What follows belongs to an exercise in optimizing a design on an open flow for small area, a short achievable clock period and few clock cycles per item; a production flow would make more cautious choices. In this exercise RTL edits were held to simulation tests only and were not proved equivalent to the original.

`design/flow/config.mk`:
```
export PLATFORM = sky130hd
export DESIGN_NAME = ascon_hash_top
export DESIGN_NICKNAME = ascon_hash_top
export VERILOG_FILES = /design/flow/design.v
export SDC_FILE = /design/flow/constraint.sdc
export NUM_CORES = 4
export LEC_CHECK = 0
export CAP_MARGIN = 20
export CORE_MARGIN = 2
export CORE_UTILIZATION = 40
export SLEW_MARGIN = 20
```
`design/flow/constraint.sdc`:
```
create_clock -name core_clock -period 10.0 [get_ports {clk}]
set_input_delay 2.0000 -clock core_clock [delete_from_list [all_inputs] [get_ports {clk}]]
set_output_delay 2.0000 -clock core_clock [all_outputs]
set_load 0.01 [all_outputs]
```
`design/flow/design.v`:
```
`timescale 1ns/10ps
package ascon_pkg;
    typedef logic [63:0] lane_t;
    typedef logic [319:0] state_t;
    localparam int ROUNDS = 12;
    typedef logic [3:0] round_idx_t;
    localparam logic [8*ROUNDS-1:0] ROUND_CONST = {
        8'h4b, 8'h5a, 8'h69, 8'h78,
        8'h87, 8'h96, 8'ha5, 8'hb4,
        8'hc3, 8'hd2, 8'he1, 8'hf0
    };
endpackage
`timescale 1ns/10ps
package hash_pkg;
    localparam int BLOCK_BITS = 64;
    localparam int KEEP_BITS = BLOCK_BITS / 8;
    typedef logic [BLOCK_BITS-1:0] block_t;
    typedef logic [KEEP_BITS-1:0] keep_t;
    localparam logic [63:0] HASH_IV = 64'h0000080100cc0002;
    localparam int DIGEST_WORDS = 4;
    typedef logic [1:0] beat_cnt_t;
endpackage
`timescale 1ns/10ps
module ascon_round (
    input  ascon_pkg::state_t     state_i,
    input  ascon_pkg::round_idx_t round_i,
    output ascon_pkg::state_t     state_o
);
    ascon_pkg::lane_t a0, a1, a2, a3, a4;
    ascon_pkg::lane_t t0, t1, t2, t3, t4;
    function automatic ascon_pkg::lane_t ror(input ascon_pkg::lane_t v, input int n);
        ror = (v >> n) | (v << (64 - n));
    endfunction
    always_comb begin
        a0 = state_i[0 +: 64];
        a1 = state_i[64 +: 64];
        a2 = state_i[128 +: 64] ^ {56'd0, ~round_i, round_i};
        a3 = state_i[192 +: 64];
        a4 = state_i[256 +: 64];
        a0 = a0 ^ a4;
        a4 = a4 ^ a3;
        a2 = a2 ^ a1;
        t0 = ~a0 & a1;
        t1 = ~a1 & a2;
        t2 = ~a2 & a3;
        t3 = ~a3 & a4;
        t4 = ~a4 & a0;
        a0 = a0 ^ t1;
        a1 = a1 ^ t2;
        a2 = a2 ^ t3;
        a3 = a3 ^ t4;
        a4 = a4 ^ t0;
        a1 = a1 ^ a0;
        a0 = a0 ^ a4;
        a3 = a3 ^ a2;
        a2 = ~a2;
        state_o[0 +: 64] = a0 ^ ror(a0, 19) ^ ror(a0, 28);
        state_o[64 +: 64] = a1 ^ ror(a1, 61) ^ ror(a1, 39);
        state_o[128 +: 64] = a2 ^ ror(a2, 1) ^ ror(a2, 6);
        state_o[192 +: 64] = a3 ^ ror(a3, 10) ^ ror(a3, 17);
        state_o[256 +: 64] = a4 ^ ror(a4, 7) ^ ror(a4, 41);
    end
endmodule
`timescale 1ns/10ps
module ascon_permutation #(
    parameter int K  = 2,
    parameter int JW = 3
) (
    input  ascon_pkg::state_t state_i,
    input  logic [JW-1:0]     step_i,
    output ascon_pkg::state_t state_o
);
    logic [320*(K+1)-1:0] chain;
    assign chain[319:0] = state_i;
    for (genvar k = 0; k < K; k++) begin : g_round
        ascon_round u_round (
            .state_i (chain[320*k +: 320]),
            .round_i (ascon_pkg::round_idx_t'({step_i, 1'(k)})),
            .state_o (chain[320*(k+1) +: 320])
        );
    end
    assign state_o = chain[320*K +: 320];
endmodule
`timescale 1ns/10ps
module ascon_padder (
    input  hash_pkg::block_t s_tdata_i,
    input  hash_pkg::keep_t  s_tkeep_i,
    output hash_pkg::block_t blk_o
);
    hash_pkg::keep_t pad_pos;
    assign pad_pos = ~s_tkeep_i & {s_tkeep_i[hash_pkg::KEEP_BITS-2:0], 1'b1};
    always_comb begin
        for (int b = 0; b < hash_pkg::KEEP_BITS; b++) begin
            if (s_tkeep_i[b]) blk_o[8*b +: 8] = s_tdata_i[8*b +: 8];
            else              blk_o[8*b +: 8] = {7'd0, pad_pos[b]};
        end
    end
endmodule
`timescale 1ns/10ps
`timescale 1ns/10ps
module ascon_hash_top (
    input  logic              clk,
    input  logic              rst_i,
    input  logic              start_i,
    output logic              busy_o,
    output logic              done_o,
    input  hash_pkg::block_t  s_tdata_i,
    input  hash_pkg::keep_t   s_tkeep_i,
    input  logic              s_tlast_i,
    input  logic              s_tvalid_i,
    output logic              s_tready_o,
    output hash_pkg::block_t  m_tdata_o,
    output logic              m_tlast_o,
    output logic              m_tvalid_o,
    input  logic              m_tready_i
);
    localparam int K  = 2;
    localparam int P  = 6;
    localparam int JW = 3;
    localparam ascon_pkg::state_t INIT_STATE = 320'hdd78040e4043feae_948dfde831a83e05_2cf6dc20c037822f_7f0feea630079ddc_d0dec9d479f0af4e;
    ascon_pkg::state_t state_q;
    ascon_pkg::state_t rounds;
    hash_pkg::block_t  pad_blk;
    hash_pkg::block_t  absorb_blk;
    logic [JW-1:0]     step_q;
    logic              busy_q;
    logic              need_q;     
    logic              extra_q;    
    logic              outv_q;     
    logic [1:0]        word_q;
    logic              last_step;
    logic              take_beat;
    logic              take_extra;
    logic              advance;
    assign last_step  = (step_q == JW'(P - 1));
    assign s_tready_o = busy_q && need_q && !extra_q && last_step;
    assign take_beat  = s_tready_o && s_tvalid_i;
    assign take_extra = need_q && extra_q && last_step;
    assign advance    = outv_q ? m_tready_i
                               : !(last_step && need_q && !extra_q && !s_tvalid_i);
    assign busy_o     = busy_q;
    assign m_tvalid_o = outv_q;
    assign m_tlast_o  = (word_q == 2'd3);
    assign m_tdata_o  = state_q[63:0];
    assign done_o     = outv_q && m_tready_i && (word_q == 2'd3);
    ascon_padder u_padder (
        .s_tdata_i (s_tdata_i),
        .s_tkeep_i (s_tkeep_i),
        .blk_o     (pad_blk)
    );
    ascon_permutation #(
        .K  (K),
        .JW (JW)
    ) u_permutation (
        .state_i (state_q),
        .step_i  (step_q),
        .state_o (rounds)
    );
    always_comb begin
        absorb_blk = '0;
        if (take_beat) absorb_blk = pad_blk;
        absorb_blk[0] = absorb_blk[0] | take_extra;
    end
    always_ff @(posedge clk) begin
        if (!busy_q) begin
            state_q <= INIT_STATE;
        end else if (advance) begin
            state_q <= {rounds[319:64], rounds[63:0] ^ absorb_blk};
        end
    end
    always_ff @(posedge clk) begin
        if (rst_i) begin
            busy_q  <= 1'b0;
            outv_q  <= 1'b0;
            need_q  <= 1'b0;
            extra_q <= 1'b0;
            word_q  <= 2'd0;
            step_q  <= JW'(P - 1);
        end else if (!busy_q) begin
            busy_q  <= start_i;
            outv_q  <= 1'b0;
            need_q  <= 1'b1;
            extra_q <= 1'b0;
            word_q  <= 2'd0;
            step_q  <= JW'(P - 1);
        end else if (advance) begin
            step_q <= last_step ? '0 : step_q + JW'(1);
            if (outv_q) begin
                outv_q <= 1'b0;
                word_q <= word_q + 2'd1;
                if (word_q == 2'd3) busy_q <= 1'b0;
            end else if (last_step) begin
                if (take_extra) begin
                    extra_q <= 1'b0;
                    need_q  <= 1'b0;
                end else if (take_beat) begin
                    if (s_tlast_i) begin
                        if (&s_tkeep_i) extra_q <= 1'b1;
                        else            need_q  <= 1'b0;
                    end
                end else begin
                    outv_q <= 1'b1;
                end
            end
        end
    end
endmodule
```
`design/flow/run.sh`:
```
#!/bin/bash
# synth_recipe.tcl (not shown) runs the flow's synth.tcl, then flattens the netlist and writes it again
# the make line also repeats each setting of config.mk as NAME=value (left out here)
make -C /OpenROAD-flow-scripts/flow DESIGN_CONFIG=/design/flow/config.mk WORK_HOME=/design/flow/orfs CLKGATE_MAP_FILE= SYNTH_SCRIPT=/design/flow/synth_recipe.tcl finish
```
==> run notes, run 1 <==
Distinct cells, synth=59; Critical Path Start Type=flip-flop; Die Width=339 um; Slew HR=5.81%; fin cells=5949; number of synthesized flops with an enable pin=0; DRT Pass-1 Iters=7; CP endpoint kind=flip-flop; Max Cap Violations=0; Hold Crit Class=flip-flop to flip-flop; worst skew pair latency=0.66 ns; Crit Path Max Fanout=8; initial antenna violation count=29; Critical Path AT=6.09 ns; CTS H-tree lvls=2; synthesized instance count=4220; per-cell routed wire length=45.9 um; Root Driver=clkbuf_16; CTS Buf Count=46; FILL cells=10600; row count=122; Tmin final=5.60 ns; CTS tree=done; multi-input logic area=36700 um2; Initial Utilization=40.4%; input/output buffers=146; FF/Latch Area=6590 um2; Post-Syn Area=44800 um2; status=complete, no violations; leading area contributor after synthesis=xnor3_1; largest net degree at the start of global routing=64; initial DRC count=5246; core area=111000 um2; io pins=147; global route overflow=0; number of synthesized register bits=329; Syn Area/Cell=10.6 um2; post-synthesis net count=4555; die area=115000 um2; top-area cell type share of the netlist area=20.1%; Detail Route Antenna Nets=0; cells taking the most area after synthesis=xnor3_1 20%, xnor2_1 17%, dfxtp_1 15%; GR Util All Layers=46.5%; Post-CTS Resized=0; Seq/Total Area, Yosys=14.7%; Final Max Slew Viols=0; DR DRC count=0; GP Congestion=1.15; Post-CTS Setup Inserts=0; Layout area overhead=13.3%; worst-margin pin slew=1.40 ns; layout cells sized above 1=12.4%; asr flop ratio synth=0%; # hold bufs at CTS=0; setup TNS=0 ns; f_max=179 MHz; Cells after DPL=5852; total wire length=273 mm; Synthesis Warnings=3; first-pass GRT wire length=342 mm; Post-synth top flop=dfxtp_1; Die Ht=339 um; critical path class=flip-flop to flip-flop; vias per inst=5.96; Bufs on Longest Clock Path=3; most common cell in the netlist=xnor2_1; total number of vias=35500; worst path required time=10.50 ns; Setup Viol. Count Final=0; Worst Skew=0.0186 ns; crit share post-route=56.0%; Detailed Place HPWL=236 mm; Commonest cells post-synth=866 x xnor2_1, 415 x xor2_1, 401 x xnor3_1, 329 x dfxtp_1, 323 x inv_1; Fin. Hold Viols=0; Num Clock Sinks=329; nets=4747; RSZ-0062 raised after global routing=no; CTS clk-pin slew, worst paths=0.06 ns; Finished Core Util=45.8%; number of global-route vias before repair=32600
## worst max-delay path: stages (launching register included)
cell	delay, ns
dfxtp_1	0.58
xor2_1	0.17
ha_1	0.25
xnor2_1	0.64
xor2_1	0.22
buf_4	0.25
xor3_1	0.52
ha_1	0.34
xnor2_1	0.46
xor2_1	0.97
xor2_1	0.18
xnor2_1	0.70
a21oi_1	0.15
## layout make-up
cell class | count | share of cell area (%)
timing repair buffer | 322 | 5.48
clock buffer | 71 | 2.85
multi-input combinational | 3381 | 72.2
sequential | 329 | 13.0
tap | 1488 | 3.67
antenna | 11 | 0.0542
clock inverter | 15 | 0.360
inverter | 332 | 2.45
## routing by layer
metal / vias up / GRT usage [%] / wire [um]
li1: 14400 / - / -
met1: 18000 / 59.1 / 105000
met2: 2377 / 64.2 / 108000
met3: 653 / 13.8 / 31500
met4: 12 / 39.0 / 27900
met5: - / 1.88 / 341
## flip-flops by register name, indices dropped and copies added (netlist names)
name	cells
need_q	1
busy_q	1
state_q	320
outv_q	1
word_q	2
extra_q	1
step_q	3
## cells in the final DEF (no fill, tap or decap), drive strengths merged, types with 60 or more instances in the layout
cell and n:
o211ai 62, nand2 307, clkbuf 71, mux2i 110
nand3 60, o21ai 71, xor2 431, buf 176
nor2 73, maj3 114, xor3 93, dfxtp 329
clkdlybuf4s50 146, xnor3 409, inv 332, ha 257
xnor2 1014
## per-stage QoR
stage	hold WS (ns)	area (um2)	worst slack (ns)
floorplan	0.440	44800	5.80
global placement	0.449	49000	4.40
detailed placement	0.461	49100	4.42
CTS	0.469	50700	4.63
global route	0.500	50800	4.56
finish	0.469	50800	4.40
## logic make-up after synthesis
kind of cell               after synthesis  share of synthesized area, %
xor gates and xnor gates              1947                          56.5
muxes                                  120                          2.72
adders and majority gates              371                          9.77
AOI/OAI and AO/OA                      388                          5.99
DFF                                    329                          14.7
and+or+nand+nor                        555                          5.47
buffers and inverters                  510                          4.82
## path summary, 6_finish.rpt
| check | endpoint | slack [ns] | cells past startpoint | start |
|---|---|---|---|---|
| max | state_q[219] | 4.40 | 12 | step_q[1] |
| min | word_q[1] | 0.47 | 2 | word_q[1] |
| max reg2reg | state_q[219] | 4.40 | 12 | step_q[1] |
| min reg2reg | word_q[1] | 0.47 | 2 | word_q[1] |
Testbench counts, summed over its fixed seeds: cycles 21,306, bytes 20,059.
==> run 2: changes to the inputs <==
--- a/design/flow/config.mk
+++ b/design/flow/config.mk
@@ -9,3 +9,4 @@
 export CORE_MARGIN = 2
 export CORE_UTILIZATION = 40
+export SETUP_SLACK_MARGIN = 4.5
 export SLEW_MARGIN = 20
==> run 2 against run 1 <==
Against the previous run: still clean; sequential cell count unchanged; global-route usage unchanged; via count stayed put; largest cell class unchanged.
==> run notes, run 2 <==
status=complete, no violations; fin cells=5949 (unchanged); post-synthesis net count=4555 (unchanged); worst path required time=10.50 ns (about the same); synthesized instance count=4220 (unchanged); Critical Path Start Type=flip-flop; number of synthesized flops with an enable pin=0 (unchanged); f_max=179 MHz (unchanged); DR DRC count=0 (unchanged); Finished Core Util=45.8% (unchanged); Layout area overhead=13.3% (unchanged); Fin. Hold Viols=0 (unchanged); setup TNS=0 ns (unchanged); flop2flop setup slack=4.40 ns (about the same); multi-input logic area=36700 um2 (unchanged); Critical Path AT=6.09 ns (about the same); total wire length=273 mm (unchanged); Syn Area/Cell=10.6 um2 (unchanged); Post-CTS Setup Inserts=0 (unchanged); Slowest-stage cell, CP=xor2_1; row count=122 (unchanged); Post-CTS Resized=0 (unchanged); vias per inst=5.96 (unchanged); Initial Utilization=40.4% (unchanged); GP Congestion=1.15 (unchanged); Slew HR=5.81% (unchanged); Largest regs=state_q (320), step_q (3), word_q (2); largest net degree at the start of global routing=64 (unchanged); worst r2r dst=state_q[219]; Die Ht=339 um (unchanged); worst-margin pin slew=1.40 ns (unchanged); cells taking the most area after synthesis=xnor3_1 20%, xnor2_1 17%, dfxtp_1 15%; Post-synth top flop=dfxtp_1; Root Driver=clkbuf_16; first-pass GRT wire length=342 mm (unchanged); R2R Path Start=step_q[1]; die area=115000 um2 (unchanged); Cells after DPL=5852 (unchanged); Setup Viol. Count Final=0 (unchanged); total number of vias=35500 (unchanged); CTS Buf Count=46 (unchanged); Synthesis Warnings=3 (unchanged); Tmin final=5.60 ns (unchanged); per-cell routed wire length=45.9 um (unchanged); Post-Syn Area=44800 um2 (unchanged); leading area contributor after synthesis=xnor3_1; Worst R2R Path Depth=12 (unchanged); # hold bufs at CTS=0 (unchanged); RSZ-0062 raised after global routing=no; critical path class=flip-flop to flip-flop; ordered list of cells on the worst path=xor2_1, ha_1, xnor2_1, xor2_1, buf_4, xor3_1, ha_1, xnor2_1, xor2_1, xor2_1, xnor2_1, a21oi_1; critical path's largest stage delay=0.97 ns (about the same); leading cell type in the layout, fill and taps excluded=xnor2_1; top-area cell type share of the netlist area=20.1% (unchanged); most common cell in the netlist=xnor2_1; crit share post-route=56.0% (unchanged); number of global-route vias before repair=32600 (unchanged); Bufs on Longest Clock Path=3 (unchanged); Distinct cells, synth=59 (unchanged); global route overflow=0 (unchanged); Seq/Total Area, Yosys=14.7% (unchanged); Crit Path Max Fanout=8 (unchanged); DRT Pass-1 Iters=7 (unchanged); commonest non-fill, non-tap cells in the layout=816 x xnor2_1, 401 x xor2_1, 401 x xnor3_1; initial antenna violation count=29 (unchanged); Commonest cells post-synth=866 x xnor2_1, 415 x xor2_1, 401 x xnor3_1, 329 x dfxtp_1, 323 x inv_1; asr flop ratio synth=0% (unchanged); Detailed Place HPWL=236 mm (unchanged); CTS tree=done; Top reg by flops=state_q; io pins=147 (unchanged); CTS clk-pin slew, worst paths=0.06 ns (about the same); Die Width=339 um (unchanged); Critical path destination=state_q[219]; GR Util All Layers=46.5% (unchanged); Worst Skew=0.0186 ns (unchanged); CTS H-tree lvls=2 (unchanged); layout cells sized above 1=12.4% (unchanged); nets=4747 (unchanged); most frequent CP cell=xor2_1; FF/Latch Area=6590 um2 (unchanged); worst skew pair latency=0.66 ns (about the same); number of synthesized register bits=329 (unchanged); Num Clock Sinks=329 (unchanged); Largest register FFs=320 (unchanged); CP endpoint kind=flip-flop; Final Max Slew Viols=0 (unchanged); FILL cells=10600 (unchanged); initial DRC count=5246 (unchanged); core area=111000 um2 (unchanged); Detail Route Antenna Nets=0 (unchanged); CP Launch Point=step_q[1]; Max Cap Violations=0 (unchanged); input/output buffers=146 (unchanged); Hold Crit Class=flip-flop to flip-flop
[run 2: cell counts in the layout (fill, tap and decap cells not counted)]
No cell type changed its count.
[run 2: how the worst min path moves through the flow]
stage / start / endpoint / depth (start not counted)
2_1_floorplan: word_q[1] / word_q[1] / 2
3_3_place_gp: word_q[1] / word_q[1] / 2
3_5_place_dp: word_q[1] / word_q[1] / 2
4_1_cts: word_q[1] / word_q[1] / 2
5_1_grt: word_q[1] / word_q[1] / 2
6_report: word_q[1] / word_q[1] / 2
[run 2: stage by stage]
step | setup slack (ns) | instance area, um2 | hold slack (ns)
2_1_floorplan | 5.80 | 44800 | 0.440
3_3_place_gp | 4.40 | 49000 | 0.449
3_5_place_dp | 4.42 | 49100 | 0.461
4_1_cts | 4.63 | 50700 | 0.469
5_1_grt | 4.56 | 50800 | 0.500
6_report | 4.40 | 50800 | 0.469
[run 2: cells by family after synthesis]
kind of cell,Yosys count,share of synthesized area [%]
xor+xnor,1947,56.5
buf+inv,510,4.82
compound gates,388,5.99
fa+ha+maj,371,9.77
mux,120,2.72
flops,329,14.7
simple gates,555,5.47
[run 2: critical path: cells and delay by family, from the launching register on]
kind / cells / cell delay [ns]
AOI/OAI and AO/OA: 1 / 0.15
buffers and inverters: 1 / 0.25
DFF: 1 / 0.58
xor gates and xnor gates: 8 / 3.86
adders and majority gates: 2 / 0.59
[run 2: final cells by class]
class | instances | area share, %
sequential | 329 | 13.0
multi-input combinational | 3381 | 72.2
antenna | 11 | 0.0542
clock inverter | 15 | 0.360
timing repair buffer | 322 | 5.48
clock buffer | 71 | 2.85
tap | 1488 | 3.67
inverter | 332 | 2.45
[run 2: metal layers]
layer	track usage, %	share of wire, %	vias up
met2	64.2	40	2377
met5	1.88	0.12	-
met4	39.0	10	12
met3	13.8	12	653
li1	-	-	14400
met1	59.1	39	18000
==> run 3: changes to the inputs <==
--- a/design/flow/config.mk
+++ b/design/flow/config.mk
@@ -9,4 +9,4 @@
 export CORE_MARGIN = 2
 export CORE_UTILIZATION = 40
-export SETUP_SLACK_MARGIN = 4.5
+export SETUP_SLACK_MARGIN = 5.0
 export SLEW_MARGIN = 20
==> run 3 against run 2 <==
Against the previous run: area after synthesis unchanged; maximum frequency rose by 5.1%; worst hold slack hardly changed.
==> run notes, run 3 <==
f_max=188 MHz (+5.1%); worst path required time=10.48 ns (-0.02 ns); nets=4747 (unchanged); synthesized instance count=4220 (unchanged); Critical Path AT=5.81 ns (-0.28 ns); GR Util All Layers=46.5% (about the same); Num Clock Sinks=329 (unchanged); first-pass GRT wire length=343 mm (+0.11%); commonest non-fill, non-tap cells in the layout=797 x xnor2_1, 401 x xnor3_1, 389 x xor2_1; CTS clk-pin slew, worst paths=0.06 ns (about the same); Die Ht=339 um (unchanged); Largest regs=state_q (320), step_q (3), word_q (2); core area=111000 um2 (unchanged); Bufs on Longest Clock Path=3 (unchanged); Synthesis Warnings=3 (unchanged); Post-Syn Area=44800 um2 (unchanged); Critical Path Start Type=flip-flop; Hold Crit Class=flip-flop to flip-flop; status=complete, no violations; Post-synth top flop=dfxtp_1; Top reg by flops=state_q; Commonest cells post-synth=866 x xnor2_1, 415 x xor2_1, 401 x xnor3_1, 329 x dfxtp_1, 323 x inv_1; Max Cap Violations=0 (unchanged); Seq/Total Area, Yosys=14.7% (unchanged); post-synthesis net count=4555 (unchanged); Cells after DPL=5852 (unchanged); asr flop ratio synth=0% (unchanged); Distinct cells, synth=59 (unchanged); Crit Path Max Fanout=4 (-4); top-area cell type share of the netlist area=20.1% (unchanged); global route overflow=0 (unchanged); GP Congestion=1.15 (unchanged); Initial Utilization=40.4% (unchanged); CTS H-tree lvls=2 (unchanged); worst skew pair latency=0.66 ns (about the same); Setup Viol. Count Final=0 (unchanged); initial DRC count=5114 (-2.5%); Syn Area/Cell=10.6 um2 (unchanged); most common cell in the netlist=xnor2_1; worst-margin pin slew=1.41 ns (+0.00589 ns); Slew HR=5.41% (-0.40 points); Die Width=339 um (unchanged); CP endpoint kind=flip-flop; number of synthesized register bits=329 (unchanged); vias per inst=5.97 (about the same); crit share post-route=53.2% (-2.7 points); io pins=147 (unchanged); ordered list of cells on the worst path=xnor2_2, xor2_1, xnor2_2, xor3_1, ha_1, xnor2_1, xor2_1, xnor2_1, a21oi_1; RSZ-0062 raised after global routing=no; Post-Layout Inst Area=51100 um2 (+0.63%); row count=122 (unchanged); placement-stage cell area=49100 um2 (unchanged); total number of vias=35500 (+0.12%); Fin. Hold Viols=0 (unchanged); cells taking the most area after synthesis=xnor3_1 20%, xnor2_1 17%, dfxtp_1 15%; setup TNS=0 ns (unchanged); Worst Skew=0.0251 ns (+0.00647 ns); die area=115000 um2 (unchanged); DRT Pass-1 Iters=5 (-2); input/output buffers=146 (unchanged); critical path's largest stage delay=1.00 ns (+0.03 ns); Hold Crit Depth=2 (unchanged); Tmin final=5.32 ns (-0.274 ns); leading cell type in the layout, fill and taps excluded=xnor2_1; initial antenna violation count=29 (unchanged); Largest register FFs=320 (unchanged); layout cells sized above 1=13.2% (+0.72 points); Root Driver=clkbuf_16; critical path class=flip-flop to flip-flop; per-cell routed wire length=45.9 um (about the same); leading area contributor after synthesis=xnor3_1; DR DRC count=0 (unchanged); Slowest-stage cell, CP=xnor2_1; Detailed Place HPWL=236 mm (unchanged); CTS tree=done; largest net degree at the start of global routing=64 (unchanged); worst hold slack=0.469 ns (+0.000411 ns); Detail Route Antenna Nets=0 (unchanged); Layout area overhead=14.0%; number of global-route vias before repair=32600 (+0.12%); total wire length=273 mm (about the same); Worst R2R Path Depth=9 (-3); CTS Buf Count=46 (unchanged); fin cells=5952 (+0.050%); Final Max Slew Viols=0 (unchanged); number of synthesized flops with an enable pin=0 (unchanged)
==> run 3: changes by cell type in the layout (fill, tap and decap cells not counted), sizes merged <==
| cell | delta |
|---|---|
| dlymetal6s2s | +1 |
| diode | +3 |
| clkdlybuf4s50 | -2 |
| dlygate4sd2 | +1 |
==> run 3: stage by stage <==
step	setup WS [ns]	utilization, %
2_1_floorplan	5.80	-
3_3_place_gp	4.40	44.1
3_5_place_dp	4.42	44.3
4_1_cts	5.01	45.9
5_1_grt	5.00	46.0
6_report	4.68	46.1
==> run 3: metal layers <==
layer / up-vias / share of wire, % / track usage (%)
li1: 14400 / - / -
met1: 18000 / 39 / 58.6
met2: 2412 / 40 / 64.1
met3: 679 / 11 / 14.6
met4: 12 / 10 / 39.3
met5: - / 0.12 / 1.88
==> run 3: cells by family after synthesis <==
logic type,count (synthesis),share of synthesized area [%]
DFF,329,14.7
xor gates and xnor gates,1947,56.5
muxes,120,2.72
and+or+nand+nor,555,5.47
buffers and inverters,510,4.82
adders and majority gates,371,9.77
AOI/OAI and AO/OA,388,5.99
==> run 3: what timing repair did <==
action	4_1_cts	5_1_grt
hold buffers	0	0
gates resized for setup	20	23
setup buffers	0	0
pin swaps	0	1
setup endpoints to repair	25	27
==> run 3: area by class of cell <==
cell class                 instances  area, um2
fill                           10600      59900
clock buffer                      71       1450
tap                             1488       1860
multi-input combinational       3381      37000
sequential                       329       6590
clock inverter                    15        183
inverter                         332       1250
antenna                           14       35.0
timing repair buffer             322       2790
==> run 3: worst max-delay path, delay by kind of cell (launching register included) <==
family | cells | cell delay, ns
xor+xnor | 7 | 3.94
fa+ha+maj | 1 | 0.35
flops | 1 | 0.70
compound gates | 1 | 0.15
==> run 3: worst paths after layout <==
kind	startpoint	endpoint	slack, ns
setup reg to reg	state_q[47]	state_q[222]	4.68
hold / removal	word_q[1]	word_q[1]	0.47
setup / recovery	state_q[47]	state_q[222]	4.68
hold reg to reg	word_q[1]	word_q[1]	0.47
==> run 4: changes to the inputs <==
--- a/design/flow/config.mk
+++ b/design/flow/config.mk
@@ -8,5 +8,5 @@
 export CAP_MARGIN = 20
 export CORE_MARGIN = 2
-export CORE_UTILIZATION = 40
+export CORE_UTILIZATION = 50
 export SETUP_SLACK_MARGIN = 5.0
 export SLEW_MARGIN = 20
==> run 4 against run 3 <==
Against the previous run: count of clock-buffer cells in the layout shrank 4; via count up 1.3%; setup slack improved by 0.050 ns.
==> run notes, run 4 <==
DRT Pass-1 Iters=8 (+3); core area=88600 um2 (-20%); Largest register FFs=320 (unchanged); HP Start=word_q[1]; asr flop ratio synth=0% (unchanged); CP Buf/Inv Count=1 (+1); leading cell type in the layout, fill and taps excluded=xnor2_1; synthesized instance count=4220 (unchanged); input/output buffers=146 (unchanged); critical path class=flip-flop to flip-flop; Slew HR=7.78% (+2.4 points); nets=4713 (-0.72%); Tmin final=5.27 ns (-0.0498 ns); Initial Utilization=50.6% (+10 points); Final Max Slew Viols=0 (unchanged); Layout area overhead=12.3%; Setup Viol. Count Final=0 (unchanged); Fin. Hold Viols=0 (unchanged); leading area contributor after synthesis=xnor3_1; critical path's largest stage delay=0.76 ns (-0.24 ns); Largest regs=state_q (320), step_q (3), word_q (2); layout cells sized above 1=12.0% (-1.1 points); worst r2r dst=state_q[216]; fin cells=5599 (-5.9%); first-pass GRT wire length=320 mm (-6.5%); CTS Buf Count=47 (+2.2%); Syn Area/Cell=10.6 um2 (unchanged); R2R Path Start=state_q[88]; global route overflow=0 (unchanged); status=complete, no violations; most common cell in the netlist=xnor2_1; cells taking the most area after synthesis=xnor3_1 20%, xnor2_1 17%, dfxtp_1 15%; total number of vias=36000 (+1.3%); GR Util All Layers=54.2% (+7.7 points); initial DRC count=5645 (+10%); Worst R2R Path Depth=11 (+2); Synth Area in Simple Gates=5.47% (unchanged); main combinational cell family by area after synthesis=XOR/XNOR gates; # hold bufs at CTS=0 (unchanged); FF/Latch Area=6590 um2 (about the same); Seq/Total Area, Yosys=14.7% (unchanged); commonest non-fill, non-tap cells in the layout=814 x xnor2_1, 401 x xnor3_1, 391 x xor2_1; GP Congestion=1.18 (+3.0%); Num Clock Sinks=329 (unchanged); multiplexer area fraction after synthesis=2.72% (unchanged); ordered list of cells on the worst path=inv_1, ha_1, xnor2_1, xnor2_1, xnor2_1, ha_1, xnor2_1, xor2_2, xnor2_1, xnor2_1, a2bb2oi_1; Slowest-stage cell, CP=xnor2_1; io pins=147 (unchanged); Die Ht=303 um (-10%); most frequent CP cell=xnor2_1; worst path required time=10.59 ns (+0.11 ns); Post-Syn Area=44800 um2 (unchanged); Bufs on Longest Clock Path=3 (unchanged); number of global-route vias before repair=33000 (+1.2%); post-synthesis net count=4555 (unchanged); initial antenna violation count=23 (-21%); CP endpoint kind=flip-flop; Hold Crit Class=flip-flop to flip-flop; top-area cell type share of the netlist area=20.1% (unchanged); per-cell routed wire length=45.0 um (-2.1%); f_max=190 MHz (+0.95%); Critical Path AT=5.87 ns (+0.06 ns); CTS clk-pin slew, worst paths=0.06 ns (about the same); Crit Path Max Fanout=4 (unchanged); row count=109 (-11%); CTS H-tree lvls=2 (unchanged); largest net degree at the start of global routing=68 (+6.3%); die area=92100 um2 (-20%); Detail Route Antenna Nets=0 (unchanged); FILL cells=7860 (-26%); Top reg by flops=state_q; flop2flop setup slack=4.73 ns (+0.05 ns); Post-synth top flop=dfxtp_1; number of synthesized register bits=329 (unchanged); RSZ-0062 raised after global routing=yes; Worst Skew=0.0431 ns (+0.0180 ns); crit share post-route=52.7% (-0.50 points); Root Driver=clkbuf_16; Max Cap Violations=0 (unchanged); Synth Area in Compound Gates=5.99% (unchanged); multi-input logic area=36800 um2 (-0.46%); DR DRC count=0 (unchanged); Hold EP=word_q[1]; Commonest cells post-synth=866 x xnor2_1, 415 x xor2_1, 401 x xnor3_1, 329 x dfxtp_1, 323 x inv_1; Die Width=303 um (-10%); Crit path max-delay family=XOR/XNOR gates; post-synthesis adder-cell area fraction=9.77% (unchanged); Cells after DPL=5492 (-6.2%); worst-margin pin slew=1.38 ns (-0.0301 ns); setup TNS=0 ns (unchanged); Critical Path Start Type=flip-flop; number of synthesized flops with an enable pin=0 (unchanged); Distinct cells, synth=59 (unchanged); worst skew pair latency=0.68 ns (+0.02 ns); Post-Synth XOR/XNOR Area=56.5% (unchanged); Synthesis Warnings=3 (unchanged); total wire length=252 mm (-7.9%); CTS tree=done; vias per inst=6.43 (+7.7%); Detailed Place HPWL=212 mm (-10%); Hold Crit Depth=2 (unchanged)
## run 4: logic make-up after synthesis
family,count (synthesis)
fa+ha+maj,371
flops,329
compound gates,388
mux,120
simple gates,555
xor+xnor,1947
buf+inv,510
## run 4: routing by layer
metal / GRT usage, % / wire length [um]
met5: 1.04 / 166
met3: 27.6 / 38900
met4: 50.1 / 29300
met1: 63.4 / 88700
met2: 71.1 / 94700
## run 4: worst reg2reg max path, cell delays in order (launching register included)
cell	delay (ns)
dfxtp_1	0.35
inv_1	0.08
ha_1	0.30
xnor2_1	0.76
xnor2_1	0.29
xnor2_1	0.72
ha_1	0.40
xnor2_1	0.70
xor2_2	0.62
xnor2_1	0.18
xnor2_1	0.61
a2bb2oi_1	0.19
## run 4: layout make-up
type | count | area share [%]
tap | 1165 | 2.90
inverter | 332 | 2.48
timing repair buffer | 287 | 5.05
antenna | 19 | 0.0945
clock inverter | 19 | 0.562
clock buffer | 67 | 2.75
sequential | 329 | 13.1
multi-input combinational | 3381 | 73.1
## run 4: repair_timing
item,4_1_cts,5_1_grt
setup endpoints to repair,32,25
gates resized for setup,18,20
buffers inserted,0,0
## run 4: through the flow
step	cell area, um2	hold WS, ns	utilization, %	setup WS, ns
floorplan	44800	0.440	-	5.80
global placement	48100	0.448	54.3	4.17
detailed placement	48200	0.457	54.4	4.18
CTS	50000	0.466	56.4	4.93
global route	50300	0.485	56.7	4.95
finish	50300	0.465	56.8	4.73
## run 4: how the worst max path moves through the flow
stage	from	endpoint	slack [ns]	cells past startpoint
after floorplan	m_tready_i	done_o	5.80	1
after global placement	m_tready_i	state_q[126]	4.17	8
after detailed placement	m_tready_i	state_q[126]	4.18	8
after CTS	step_q[2]	state_q[207]	4.93	11
after global routing	step_q[2]	state_q[207]	4.95	11
final	state_q[88]	state_q[216]	4.73	11
==> run 5: changes to the inputs <==
--- a/design/flow/config.mk
+++ b/design/flow/config.mk
@@ -6,7 +6,7 @@
 export NUM_CORES = 4
 export LEC_CHECK = 0
+export ABC_AREA = 1
 export CAP_MARGIN = 20
 export CORE_MARGIN = 2
-export CORE_UTILIZATION = 50
-export SETUP_SLACK_MARGIN = 5.0
+export CORE_UTILIZATION = 60
 export SLEW_MARGIN = 20
==> run 5 against run 4 <==
Against the previous run: the flow now stops in 5_1_grt; synthesized cell count increased by 140%; area after synthesis increased by 22%.
==> run notes, run 5 <==
leading area contributor after synthesis=nand2_1; Post-Syn Area=54700 um2 (+22%); row count=110 (+0.92%); cells taking the most area after synthesis=nand2_1 33%, nand3_1 13%, dfxtp_1 12%; Halt Stage=5_1_grt; Die Width=306 um (+0.84%); Root Driver=clkbuf_16; Detailed Place HPWL=293 mm (+38%); GP Congestion=1.50 (+27%); Num Clock Sinks=329 (unchanged); top-area cell type share of the netlist area=33.4% (+13 points); Initial Utilization=60.7% (+10 points); io pins=147 (unchanged); Syn Area/Cell=5.37 um2 (-49%); synthesized instance count=10200 (+140%); most common cell in the netlist=nand2_1; asr flop ratio synth=0% (unchanged); largest net degree at the start of global routing=157; GR Util All Layers=83.1%; first-pass GRT wire length=573 mm; stop err=[ERROR GRT-0116] Global routing finished with congestion. Check the congestion regions in the DRC Viewer.; Bufs on Longest Clock Path=3 (unchanged); number of synthesized flops with an enable pin=0 (unchanged); Cells after DPL=11400 (+110%); Seq/Total Area, Yosys=12.0% (-2.7 points); placement-stage cell area=57300 um2 (+19%); CTS Buf Count=48 (+2.1%); Commonest cells post-synth=4864 x nand2_1, 1391 x nand3_1, 1281 x inv_1, 522 x xor2_1, 329 x dfxtp_1; Post-Place Worst Slack=4.19 ns (+0.00681 ns); Post-synth top flop=dfxtp_1; Die Ht=306 um (+0.84%); Post-CTS Resized=0 (-18); CTS H-tree lvls=2 (unchanged); post-synthesis net count=10500 (+130%); Post-CTS Setup Inserts=0 (unchanged); global route overflow=1734; input/output buffers=146 (unchanged); status=aborted with a tool error; number of global-route vias before repair=71400; # hold bufs at CTS=0 (unchanged); Distinct cells, synth=51 (-14%); number of synthesized register bits=329 (unchanged); Synthesis Warnings=3 (unchanged)
==> run 5: cell types whose count changed after synthesis, moves of 129 or more <==
cell     previous run  this run
inv_1             323      1281
xnor2_2           145        16
xnor2_1           866       221
xnor3_1           401         0
nand2_1           307      4864
nand2_2             0       150
o21ai_0            70       248
nand3_1            60      1391
==> run 5: per-layer routing <==
| metal | track usage [%] | overflow |
|---|---|---|
| met1 | 84.9 | 69 |
| met2 | 96.1 | 1043 |
| met3 | 72.7 | 70 |
| met4 | 75.6 | 548 |
| met5 | 44.9 | 4 |
==> run 5: cells by family after synthesis <==
logic type / Yosys count / share of synthesized area [%]
XOR/XNOR: 835 / 14.6
flip-flops: 329 / 12.0
AND/OR/NAND/NOR: 6669 / 50.5
AO/OA/AOI/OAI: 538 / 5.71
adder cells (fa/ha/maj): 257 / 5.88
buffers and inverters: 1562 / 11.2
==> run 5: worst max path at each step <==
| stage | cells after the start | slack, ns | start | end |
|---|---|---|---|---|
| 2_1_floorplan | 2 | 5.69 | m_tready_i | done_o |
| 3_3_place_gp | 9 | 4.20 | s_tvalid_i | state_q[34] |
| 3_5_place_dp | 9 | 4.19 | s_tvalid_i | state_q[34] |
| 4_1_cts | 19 | 4.26 | step_q[0] | state_q[247] |
==> run 5: stage by stage <==
stage	utilization [%]
2_1_floorplan	-
3_3_place_gp	63.6
3_5_place_dp	63.6
4_1_cts	65.4
==> run 6: changes to the inputs <==
--- a/design/flow/design.v
+++ b/design/flow/design.v
@@ -35,5 +35,5 @@
         a0 = state_i[0 +: 64];
         a1 = state_i[64 +: 64];
-        a2 = state_i[128 +: 64] ^ {56'd0, ~round_i, round_i};
+        a2 = state_i[128 +: 64] ^ {56'd0, ascon_pkg::ROUND_CONST[8*round_i +: 8]};
         a3 = state_i[192 +: 64];
         a4 = state_i[256 +: 64];
@@ -76,5 +76,5 @@
         ascon_round u_round (
             .state_i (chain[320*k +: 320]),
-            .round_i (ascon_pkg::round_idx_t'({step_i, 1'(k)})),
+            .round_i (ascon_pkg::round_idx_t'(step_i * K + k)),
             .state_o (chain[320*(k+1) +: 320])
         );
--- a/design/flow/config.mk
+++ b/design/flow/config.mk
@@ -6,7 +6,6 @@
 export NUM_CORES = 4
 export LEC_CHECK = 0
-export ABC_AREA = 1
 export CAP_MARGIN = 20
 export CORE_MARGIN = 2
-export CORE_UTILIZATION = 60
+export CORE_UTILIZATION = 40
 export SLEW_MARGIN = 20
==> run 6 against run 5 <==
Against the previous run: now clean on timing, DRC and antenna; area after synthesis fell by 22%; synthesized cell count fell by 54%.
==> run notes, run 6 <==
Critical Path Start Type=flip-flop; leading cell type in the layout, fill and taps excluded=xnor2_1; CTS H-tree lvls=2 (unchanged); Max Cap Violations=0; Syn Area/Cell=9.24 um2 (+72%); Die Ht=332 um (+8.4%); synthesized instance count=4646 (-54%); Crit Path Max Fanout=11; initial antenna violation count=21; Post-Syn Area=42900 um2 (-22%); Post-synth top flop=dfxtp_1; total wire length=268 mm; Final Max Slew Viols=0; Largest register FFs=320; DRT Pass-1 Iters=6; initial DRC count=5210; per-cell routed wire length=42.6 um; Fin. Hold Viols=0; Tmin final=5.89 ns; crit share post-route=58.9%; DR DRC count=0; Seq/Total Area, Yosys=15.3% (+3.3 points); CTS clk-pin slew, worst paths=0.06 ns; number of synthesized register bits=329 (unchanged); Root Driver=clkbuf_16; first-pass GRT wire length=342 mm; Post-Layout Inst Area=49300 um2; Post-CTS Setup Inserts=0 (unchanged); Bufs on Longest Clock Path=3 (unchanged); Largest regs=state_q (320), step_q (3), word_q (2); asr flop ratio synth=0% (unchanged); row count=120 (+9.1%); core area=107000 um2; layout cells sized above 1=12.2%; flop2flop setup slack=4.11 ns; Die Width=332 um (+8.4%); Setup Viol. Count Final=0; CTS Buf Count=50 (+4.2%); Detail Route Antenna Nets=0; CP endpoint kind=flip-flop; FILL cells=10500; R2R Path Start=step_q[1]; Slew HR=6.67%; CP Launch Point=step_q[1]; Synthesis Warnings=3 (unchanged); status=complete, no violations; worst-margin pin slew=1.39 ns; vias per inst=5.83; setup TNS=0 ns; most common cell in the netlist=xnor2_1; Worst R2R Path Depth=14; largest net degree at the start of global routing=114; Commonest cells post-synth=1361 x xnor2_1, 564 x xor2_1, 329 x dfxtp_1, 299 x inv_1, 283 x nand2_1; f_max=170 MHz; top-area cell type share of the netlist area=27.8% (-5.6 points); Top reg by flops=state_q; GP Congestion=1.16 (-23%); global route overflow=0; Num Clock Sinks=329 (unchanged); io pins=147 (unchanged); Distinct cells, synth=55 (+7.8%); nets=5187; worst skew pair latency=0.69 ns; Initial Utilization=40.2% (-20 points); Hold Crit Class=flip-flop to flip-flop; total number of vias=36700; Layout area overhead=14.8%; Post-CTS Resized=0 (unchanged); input/output buffers=146 (unchanged); RSZ-0062 raised after global routing=no; number of synthesized flops with an enable pin=0 (unchanged); Critical Path AT=6.41 ns; Critical path destination=state_q[248]; leading area contributor after synthesis=xnor2_1; post-synthesis net count=4981 (-53%); GR Util All Layers=47.7%; commonest non-fill, non-tap cells in the layout=1286 x xnor2_1, 550 x xor2_1, 328 x dfxtp_1; worst path required time=10.52 ns; CTS tree=done; Worst Skew=0.0434 ns; critical path class=flip-flop to flip-flop; number of global-route vias before repair=33800; die area=110000 um2; Detailed Place HPWL=231 mm (-21%); placement-stage cell area=47300 um2 (-17%); cells taking the most area after synthesis=xnor2_1 28%, dfxtp_1 15%, xor2_1 12%; worst r2r dst=state_q[248]; # hold bufs at CTS=0 (unchanged)
run 6: cell types whose count changed after synthesis, moves of 121 or more:
cell | before | now
o21ai_0 | 248 | 91
xnor3_1 | 0 | 121
nand2_1 | 4864 | 283
xnor2_2 | 16 | 164
nand2_2 | 150 | 5
inv_1 | 1281 | 299
nand3_1 | 1391 | 103
xnor2_1 | 221 | 1361
mux2i_1 | 0 | 140
run 6: metrics by stage:
step	setup slack (ns)	utilization, %	std cells	hold WS, ns
2_1_floorplan	5.80	-	4646	0.440
3_3_place_gp	4.42	44.2	6202	0.448
3_5_place_dp	4.33	44.3	6202	0.472
4_1_cts	4.31	46.1	6295	0.479
5_1_grt	4.13	46.1	6297	0.497
6_report	4.11	46.1	6306	0.473
run 6: cell type report:
class,count,area [um2],area share (%)
Tap cell,1403,1760,3.56
Clock inverter,22,317,0.643
Timing Repair Buffer,340,2940,5.97
Antenna cell,10,25.0,0.0508
Clock buffer,71,1510,3.07
Inverter,306,1150,2.34
Multi-Input combinational cell,3825,35000,71.0
Sequential cell,329,6590,13.4
run 6: how the worst min path moves through the flow:
stage,slack [ns],to,from,depth (start not counted)
final,0.47,word_q[1],word_q[1],2
after detailed placement,0.47,word_q[1],word_q[1],2
after CTS,0.48,word_q[1],word_q[1],2
after floorplan,0.44,word_q[1],word_q[1],2
after global routing,0.50,word_q[1],word_q[1],2
after global placement,0.45,word_q[1],word_q[1],2
run 6: metal layers:
metal / vias to the layer above / part of all wire [%] / track usage, %
met5: - / 0.056 / 0.478
met4: 12 / 11 / 42.1
met3: 720 / 11 / 14.5
met2: 2411 / 39 / 66.8
met1: 18200 / 38 / 58.9
li1: 15400 / - / -
run 6: worst max-delay path: stages, from the launching register on:
cell and delay, ns:
dfxtp_1 0.62, nor2b_2 0.36, xor2_1 0.27, ha_1 0.30, xnor2_1 0.43, xnor2_1 0.39, xnor2_1 0.82, inv_1 0.12
ha_1 0.25, xnor2_2 0.13, buf_4 0.21, xnor2_2 0.63, xnor2_1 0.19, xnor2_1 0.83, a21oi_1 0.16
run 6: logic make-up after synthesis:
logic type               after synthesis  share of synthesized area (%)
XOR/XNOR                            2241                           53.3
flip-flops                           329                           15.3
buffers and inverters                492                           4.88
multiplexers                         141                           3.29
AND/OR/NAND/NOR                      649                           6.74
adder cells (fa/ha/maj)              378                           10.4
AO/OA/AOI/OAI                        416                           6.06
Testbench counts of run 6, summed over its fixed seeds: cycles 21,306, bytes 20,059.
==> run 7: changes to the inputs <==
--- a/design/flow/design.v
+++ b/design/flow/design.v
@@ -35,5 +35,5 @@
         a0 = state_i[0 +: 64];
         a1 = state_i[64 +: 64];
-        a2 = state_i[128 +: 64] ^ {56'd0, ascon_pkg::ROUND_CONST[8*round_i +: 8]};
+        a2 = state_i[128 +: 64] ^ {56'd0, ~round_i, round_i};
         a3 = state_i[192 +: 64];
         a4 = state_i[256 +: 64];
@@ -76,5 +76,5 @@
         ascon_round u_round (
             .state_i (chain[320*k +: 320]),
-            .round_i (ascon_pkg::round_idx_t'(step_i * K + k)),
+            .round_i (ascon_pkg::round_idx_t'({step_i, 1'(k)})),
             .state_o (chain[320*(k+1) +: 320])
         );
==> design/flow/flow/run.sh (new file) <==
#!/bin/bash
# Standard layout, except that ABC maps the combinational logic with an
# area-oriented script (flow/abc_speed.script). Registers are untouched.
set -euo pipefail
cp -r "$FLOW_HOME/scripts" myscripts
cp flow/abc_speed.script myscripts/abc_speed.script
bash standard.sh SCRIPTS_DIR="$PWD/myscripts" SETUP_SLACK_MARGIN=6.0 finish > standard.log 2>&1
==> design/flow/flow/abc_speed.script (new file) <==
&get -n
&st
&dch
&nf -a -R 1000
&put
topo
stime -c
==> design/flow/standard.sh (new file) <==
#!/bin/bash
# synth_recipe.tcl (not shown) runs the flow's synth.tcl, then flattens the netlist and writes it again
# the make line also repeats each setting of config.mk as NAME=value (left out here)
make -C /OpenROAD-flow-scripts/flow DESIGN_CONFIG=/design/flow/config.mk WORK_HOME=/design/flow/orfs CLKGATE_MAP_FILE= SYNTH_SCRIPT=/design/flow/synth_recipe.tcl "${@:-finish}"
--- a/design/flow/config.mk
+++ b/design/flow/config.mk
@@ -9,3 +9,4 @@
 export CORE_MARGIN = 2
 export CORE_UTILIZATION = 40
+export SETUP_SLACK_MARGIN = 5.0
 export SLEW_MARGIN = 20
removed: design/flow/run.sh
==> run 7 against run 6 <==
Against the previous run: setup slack better by 1.5 ns; highest routed layer unchanged; core utilization is 15 points higher; sequential share of layout area is 1.8 points lower; critical path type is now primary input to primary output; register-to-register slack better by 1.8 ns; area after synthesis is 12% lower; still clean; sequential cell count stayed put; routed wire length is 6.7% lower; critical path depth is 11 lower.
==> run notes, run 7 <==
largest net degree at the start of global routing=186 (+63%); Num Clock Sinks=329 (unchanged); most common cell in the netlist=xnor2_1; Distinct cells, synth=28 (-49%); asr flop ratio synth=0% (unchanged); global route overflow=0 (unchanged); CP endpoint kind=primary output; GP Congestion=1.22 (+5.8%); number of global-route vias before repair=34700 (+2.6%); worst skew pair latency=0.67 ns (-0.02 ns); post-synthesis net count=4800 (-3.6%); FILL cells=7965 (-24%); CTS tree=done; setup TNS=0 ns (unchanged); initial DRC count=5530 (+6.1%); Root Driver=clkbuf_16; Fin. Hold Viols=0 (unchanged); final worst slack=5.63 ns (+1.52 ns); status=complete, no violations; Die Width=311 um (-6.1%); Critical Path Start Type=primary input; Initial Utilization=40.4% (+0.22 points); Bufs on Longest Clock Path=3 (unchanged); worst hold slack=0.474 ns (+0.000336 ns); top-area cell type share of the netlist area=35.1% (+7.4 points); Crit Path Max Fanout=2 (-9); worst path required time=8.00 ns (-2.52 ns); die area=96900 um2 (-12%); worst-margin pin slew=1.20 ns (-0.193 ns); first-pass GRT wire length=320 mm (-6.4%); Slowest-stage cell, CP=and3_4; Finished Core Util=61.3% (+15 points); Seq/Total Area, Yosys=17.4% (+2.1 points); Top reg by flops=state_q; GR Util All Layers=49.7% (+2.0 points); per-cell routed wire length=39.0 um (-8.3%); CTS H-tree lvls=2 (unchanged); vias per inst=5.91 (+1.5%); Detailed Place HPWL=203 mm (-12%); placement-stage cell area=42700 um2 (-9.7%); CTS clk-pin slew, worst paths=0.06 ns (about the same); layout cells sized above 1=29.5% (+17 points); nets=5458 (+5.2%); Worst Skew=0.0264 ns (-0.0170 ns); Detail Route Antenna Nets=0 (unchanged); Post-Layout Inst Area=57300 um2 (+16%); row count=112 (-6.7%); number of synthesized flops with an enable pin=0 (unchanged); Die Ht=311 um (-6.1%); synthesized instance count=4465 (-3.9%); Hold Crit Class=flip-flop to flip-flop; Largest regs=state_q (320), step_q (3), word_q (2); Slew HR=20.2% (+14 points); CTS Buf Count=48 (-4.0%); total wire length=251 mm (-6.7%); Largest register FFs=320 (unchanged); Post-Place Worst Slack=4.09 ns (-0.243 ns); Post-synth top flop=dfxtp_1; leading area contributor after synthesis=xnor2_1; RSZ-0062 raised after global routing=yes; critical path class=primary input to primary output; Syn Area/Cell=8.46 um2 (-8.4%); core area=93500 um2 (-12%); Layout area overhead=51.6%; initial antenna violation count=9 (-57%); Commonest cells post-synth=1516 x xnor2_1, 715 x xor2_1, 351 x nand2_1, 329 x dfxtp_1, 266 x a21oi_1; Tmin final=4.37 ns (-1.52 ns); ordered list of cells on the worst path=buf_8, and3_4, buf_6; input/output buffers=146 (unchanged); fin cells=6418 (+1.8%); Post-Syn Area=37800 um2 (-12%); critical path's largest stage delay=0.16 ns (-0.67 ns); crit share post-route=43.7% (-15 points); flop2flop setup slack=5.86 ns (+1.75 ns); DRT Pass-1 Iters=6 (unchanged); Max Cap Violations=0 (unchanged); Cells after DPL=6035 (-2.7%); DR DRC count=0 (unchanged); number of synthesized register bits=329 (unchanged); io pins=147 (unchanged); f_max=229 MHz (+35%); leading cell type in the layout, fill and taps excluded=xnor2_1; Final Max Slew Viols=0 (unchanged); Synthesis Warnings=3 (unchanged); total number of vias=38000 (+3.3%); Setup Viol. Count Final=0 (unchanged); commonest non-fill, non-tap cells in the layout=949 x xnor2_1, 443 x buf_4, 429 x xor2_1; cells taking the most area after synthesis=xnor2_1 35%, dfxtp_1 17%, xor2_1 17%; # hold bufs at CTS=0 (unchanged); Critical Path AT=2.37 ns (-4.04 ns)
-- run 7: cell count changes after synthesis, moves of 133 or more --
cell      change
clkinv_1    +195
a21oi_1     +159
xnor2_1     +155
inv_1       -299
xnor2_2     -164
o21ai_0     +133
xor2_1      +151
-- run 7: path summary, 6_finish.rpt --
check | from | cells past startpoint | endpoint
setup / recovery | m_tready_i | 3 | done_o
hold / removal | state_q[132] | 2 | state_q[132]
setup reg to reg | state_q[109] | 13 | state_q[227]
hold reg to reg | state_q[132] | 2 | state_q[132]
-- run 7: logic make-up (layout without fill, tap and decap cells) --
family | after synthesis | after routing | share of synthesized area [%]
xor gates and xnor gates | 2231 | 2231 | 51.7
AOI/OAI and AO/OA | 660 | 660 | 9.97
and+or+nand+nor | 654 | 654 | 7.19
DFF | 329 | 329 | 17.4
adders and majority gates | 263 | 263 | 8.67
buffers and inverters | 259 | 954 | 3.21
muxes | 69 | 69 | 1.83
other | 0 | 4 | 0
-- run 7: timing repair --
item | in CTS | in global routing
pin swaps | 108 | 116
resized for setup | 855 | 387
gates cloned | 0 | 1
endpoints found under the setup margin | 322 | 244
buffers inserted | 135 | 156
hold endpoints to repair | 0 | 0
-- run 7: cell type report --
class | instances | area (um2) | share of cell area [%]
antenna | 4 | 10.0 | 0.0175
multi-input combinational | 3877 | 40500 | 70.7
timing repair buffer | 672 | 6220 | 10.9
tap | 1254 | 1570 | 2.74
clock buffer | 67 | 1390 | 2.43
inverter | 195 | 732 | 1.28
sequential | 329 | 6630 | 11.6
clock inverter | 20 | 235 | 0.411
-- run 7: per-layer routing --
metal	track usage, %	wire (um)
met3	18.8	35300
met4	43.6	28300
met5	0.0494	34
met2	67.2	95900
met1	61.2	91000
-- run 7: critical path: cells and delay by family --
family	cells	cell delay, ns
buffers and inverters	2	0.21
and+or+nand+nor	1	0.16
Testbench counts of run 7, summed over its fixed seeds: cycles 21,306, bytes 20,059.
==> run 8: changes to the inputs <==
==> design/flow/flow/run.sh (replaced) <==
#!/bin/bash
# Standard layout, except that ABC maps the combinational logic with an
# area-oriented script (flow/abc_speed.script). Registers are untouched.
set -euo pipefail
cp -r "$FLOW_HOME/scripts" myscripts
cp flow/abc_speed.script myscripts/abc_speed.script
bash standard.sh SCRIPTS_DIR="$PWD/myscripts" SETUP_SLACK_MARGIN=5.7 finish > standard.log 2>&1
==> run 8 against run 7 <==
Against the previous run: maximum frequency shrank 2.5%; routed wire length shrank 2.2%; first-iteration DRC count grew 5.3%; non-clock buffer count shrank 188; largest cell class unchanged; worst hold slack lost 0.010 ns; clock skew grew 0.0031 ns; via count shrank 3.3%; critical path depth grew 9; register-to-register slack lost 0.34 ns; die area is the same.
==> run notes, run 8 <==
status=complete, no violations; GP Congestion=1.16 (-5.0%); worst skew pair latency=0.68 ns (about the same); input/output buffers=146 (unchanged); GR Util All Layers=49.0% (-0.70 points); Syn Area/Cell=8.46 um2 (unchanged); synthesized instance count=4465 (unchanged); row count=112 (unchanged); Critical Path AT=4.98 ns (+2.61 ns); Bufs on Longest Clock Path=3 (unchanged); crit share post-route=44.8% (+1.1 points); CP Buf/Inv Count=1 (-1); Largest register FFs=320 (unchanged); placement-stage cell area=42700 um2 (-0.13%); number of synthesized flops with an enable pin=0 (unchanged); DR DRC count=0 (unchanged); largest net degree at the start of global routing=176 (-5.4%); Max Cap Violations=0 (unchanged); Layout area overhead=35.6%; Setup Viol. Count Final=0 (unchanged); Finished Core Util=54.8% (-6.5 points); Post-synth top flop=dfxtp_1; multi-input logic area=36400 um2 (-10%); cells taking the most area after synthesis=xnor2_1 35%, dfxtp_1 17%, xor2_1 17%; initial DRC count=5821 (+5.3%); CP endpoint kind=flip-flop; Die Width=311 um (unchanged); initial antenna violation count=9 (unchanged); Seq/Total Area, Yosys=17.4% (unchanged); layout cells sized above 1=20.4% (-9.0 points); CTS H-tree lvls=2 (unchanged); critical path class=flip-flop to flip-flop; worst path required time=10.50 ns (+2.50 ns); Top reg by flops=state_q; total number of vias=36700 (-3.3%); critical path's largest stage delay=0.55 ns (+0.39 ns); Post-Syn Area=37800 um2 (unchanged); Commonest cells post-synth=1516 x xnor2_1, 715 x xor2_1, 351 x nand2_1, 329 x dfxtp_1, 266 x a21oi_1; setup TNS=0 ns (unchanged); total wire length=245 mm (-2.2%); Detailed Place HPWL=205 mm (+0.64%); Final Max Slew Viols=0 (unchanged); CTS Buf Count=48 (unchanged); Detail Route Antenna Nets=0 (unchanged); Synthesis Warnings=3 (unchanged); most common cell in the netlist=xnor2_1; nets=5271 (-3.4%); leading area contributor after synthesis=xnor2_1; Initial Utilization=40.4% (unchanged); top-area cell type share of the netlist area=35.1% (unchanged); CTS tree=done; RSZ-0062 raised after global routing=yes; worst hold slack=0.463 ns (-0.0102 ns); ordered list of cells on the worst path=xnor2_1, xor2_2, xnor2_4, xnor2_1, xnor2_2, ha_1, xor2_1, xnor2_1, buf_4, xnor2_1, xnor2_2, o211ai_1; Die Ht=311 um (unchanged); Hold Crit Class=flip-flop to flip-flop; post-synthesis net count=4800 (unchanged); DRT Pass-1 Iters=6 (unchanged); Worst Skew=0.0295 ns (+0.00312 ns); io pins=147 (unchanged); Slowest-stage cell, CP=xnor2_4; Critical Path Start Type=flip-flop; Crit path max-delay family=XOR/XNOR gates; worst-margin pin slew=1.28 ns (+0.0842 ns); f_max=223 MHz (-2.5%); Cells after DPL=6026 (-0.15%); asr flop ratio synth=0% (unchanged); FILL cells=8635 (+8.4%); CTS clk-pin slew, worst paths=0.06 ns (about the same); core area=93500 um2 (unchanged); global route overflow=0 (unchanged); Root Driver=clkbuf_16; vias per inst=5.89 (-0.38%); die area=96900 um2 (unchanged); leading cell type in the layout, fill and taps excluded=xnor2_1; FF/Latch Area=6610 um2 (-0.34%); flop2flop setup slack=5.52 ns (-0.34 ns); most frequent CP cell=xnor2_1; per-cell routed wire length=39.3 um (+0.69%); Tmin final=4.48 ns (+0.110 ns); number of synthesized register bits=329 (unchanged); fin cells=6232 (-2.9%); Crit Path Max Fanout=4 (+2); Largest regs=state_q (320), step_q (3), word_q (2); # hold bufs at CTS=0 (unchanged); commonest non-fill, non-tap cells in the layout=1166 x xnor2_1, 495 x xor2_1, 351 x nand2_1; Fin. Hold Viols=0 (unchanged); Post-Layout Inst Area=51300 um2 (-11%); Distinct cells, synth=28 (unchanged); Slew HR=14.6% (-5.6 points); number of global-route vias before repair=33400 (-3.7%); Num Clock Sinks=329 (unchanged); first-pass GRT wire length=315 mm (-1.7%)
[run 8: layout make-up]
| class | instances | share of cell area (%) |
|---|---|---|
| diodes | 3 | 0.0146 |
| clock inverters | 19 | 0.393 |
| flip-flops and latches | 329 | 12.9 |
| repair buffers | 484 | 8.35 |
| multi-input cells | 3878 | 71.1 |
| inverters | 195 | 1.43 |
| well taps | 1254 | 3.06 |
| clock buffers | 70 | 2.78 |
[run 8: worst min-delay path: cells and delay by family, from the launching register on]
kind	cells	cell delay (ns)
flip-flops	1	0.31
AO/OA/AOI/OAI	1	0.05
buffers and inverters	1	0.06
[run 8: metrics by stage]
| stage | worst slack (ns) |
|---|---|
| after floorplan | 4.23 |
| after global placement | 3.48 |
| after detailed placement | 4.02 |
| after CTS | 5.58 |
| after global routing | 5.56 |
| final | 5.52 |
[run 8: kinds of logic (layout without fill, tap and decap cells)]
group,count (synthesis),after routing,share of synthesized area [%]
buffers and inverters,259,768,3.21
and+or+nand+nor,654,654,7.19
adders and majority gates,263,263,8.67
xor gates and xnor gates,2231,2231,51.7
other,0,3,0
DFF,329,329,17.4
AOI/OAI and AO/OA,660,661,9.97
muxes,69,69,1.83
[run 8: timing repair]
| item | in CTS | in global routing |
|---|---|---|
| hold endpoints to repair | 0 | 0 |
| pin swaps | 26 | 41 |
| gates resized for setup | 530 | 195 |
| cloned | 0 | 1 |
| setup endpoints to repair | 309 | 186 |
| buffers inserted | 46 | 67 |
[run 8: path summary, 6_finish.rpt]
kind	startpoint	end	cells past startpoint
hold / removal	state_q[132]	state_q[132]	2
setup / recovery	state_q[51]	state_q[115]	12
hold reg to reg	state_q[132]	state_q[132]	2
setup reg to reg	state_q[51]	state_q[115]	12
[run 8: metal layers]
layer	wire, um	up-vias	track usage (%)
li1	-	15300	-
met1	92000	17800	62.2
met2	94700	2805	67.4
met5	13	-	0
met3	31300	719	14.2
met4	27000	2	42.7

## port drivers added, routing unchanged
No port has a modelled driver above. Below, the same layouts with a new extraction and two added sets of constraints.
Step 1 assumes that a clkbuf_16 drives the clock port and a buf_2 every other input.
Step 2 adds t to the input delays and takes it off the output delays; t is the mean of the earliest and latest rising clock arrival at the registers after step 1. Input paths then give back, and output paths get back, about the clock's delay inside the block.
Three values: no drivers, after step 1, after step 2; two values: the first two.
run	shift t [ns]	setup WS [ns]	hold WS [ns]	clock arrival spread, ns
run 1	0.724	4.402 / 4.402 / 4.196	0.469 / 0.469 / 0.469	0.019 / 0.019
run 2	0.724	4.402 / 4.402 / 4.196	0.469 / 0.469 / 0.469	0.019 / 0.019
run 3	0.722	4.676 / 4.676 / 4.521	0.469 / 0.469 / 0.469	0.025 / 0.026
run 4	0.732	4.726 / 4.726 / 4.342	0.465 / 0.465 / 0.465	0.043 / 0.043
run 6	0.738	4.107 / 4.107 / 4.107	0.473 / 0.473 / 0.473	0.044 / 0.043
run 7	0.732	5.630 / 5.589 / 5.347	0.474 / 0.474 / 0.474	0.027 / 0.026
run 8	0.745	5.520 / 5.520 / 4.920	0.463 / 0.463 / 0.463	0.030 / 0.030
After both steps setup and hold are still met in every run listed. For run 8, which loses most, drivers alone change the setup slack by 0.000 ns; drivers and shift together by -0.600 ns.
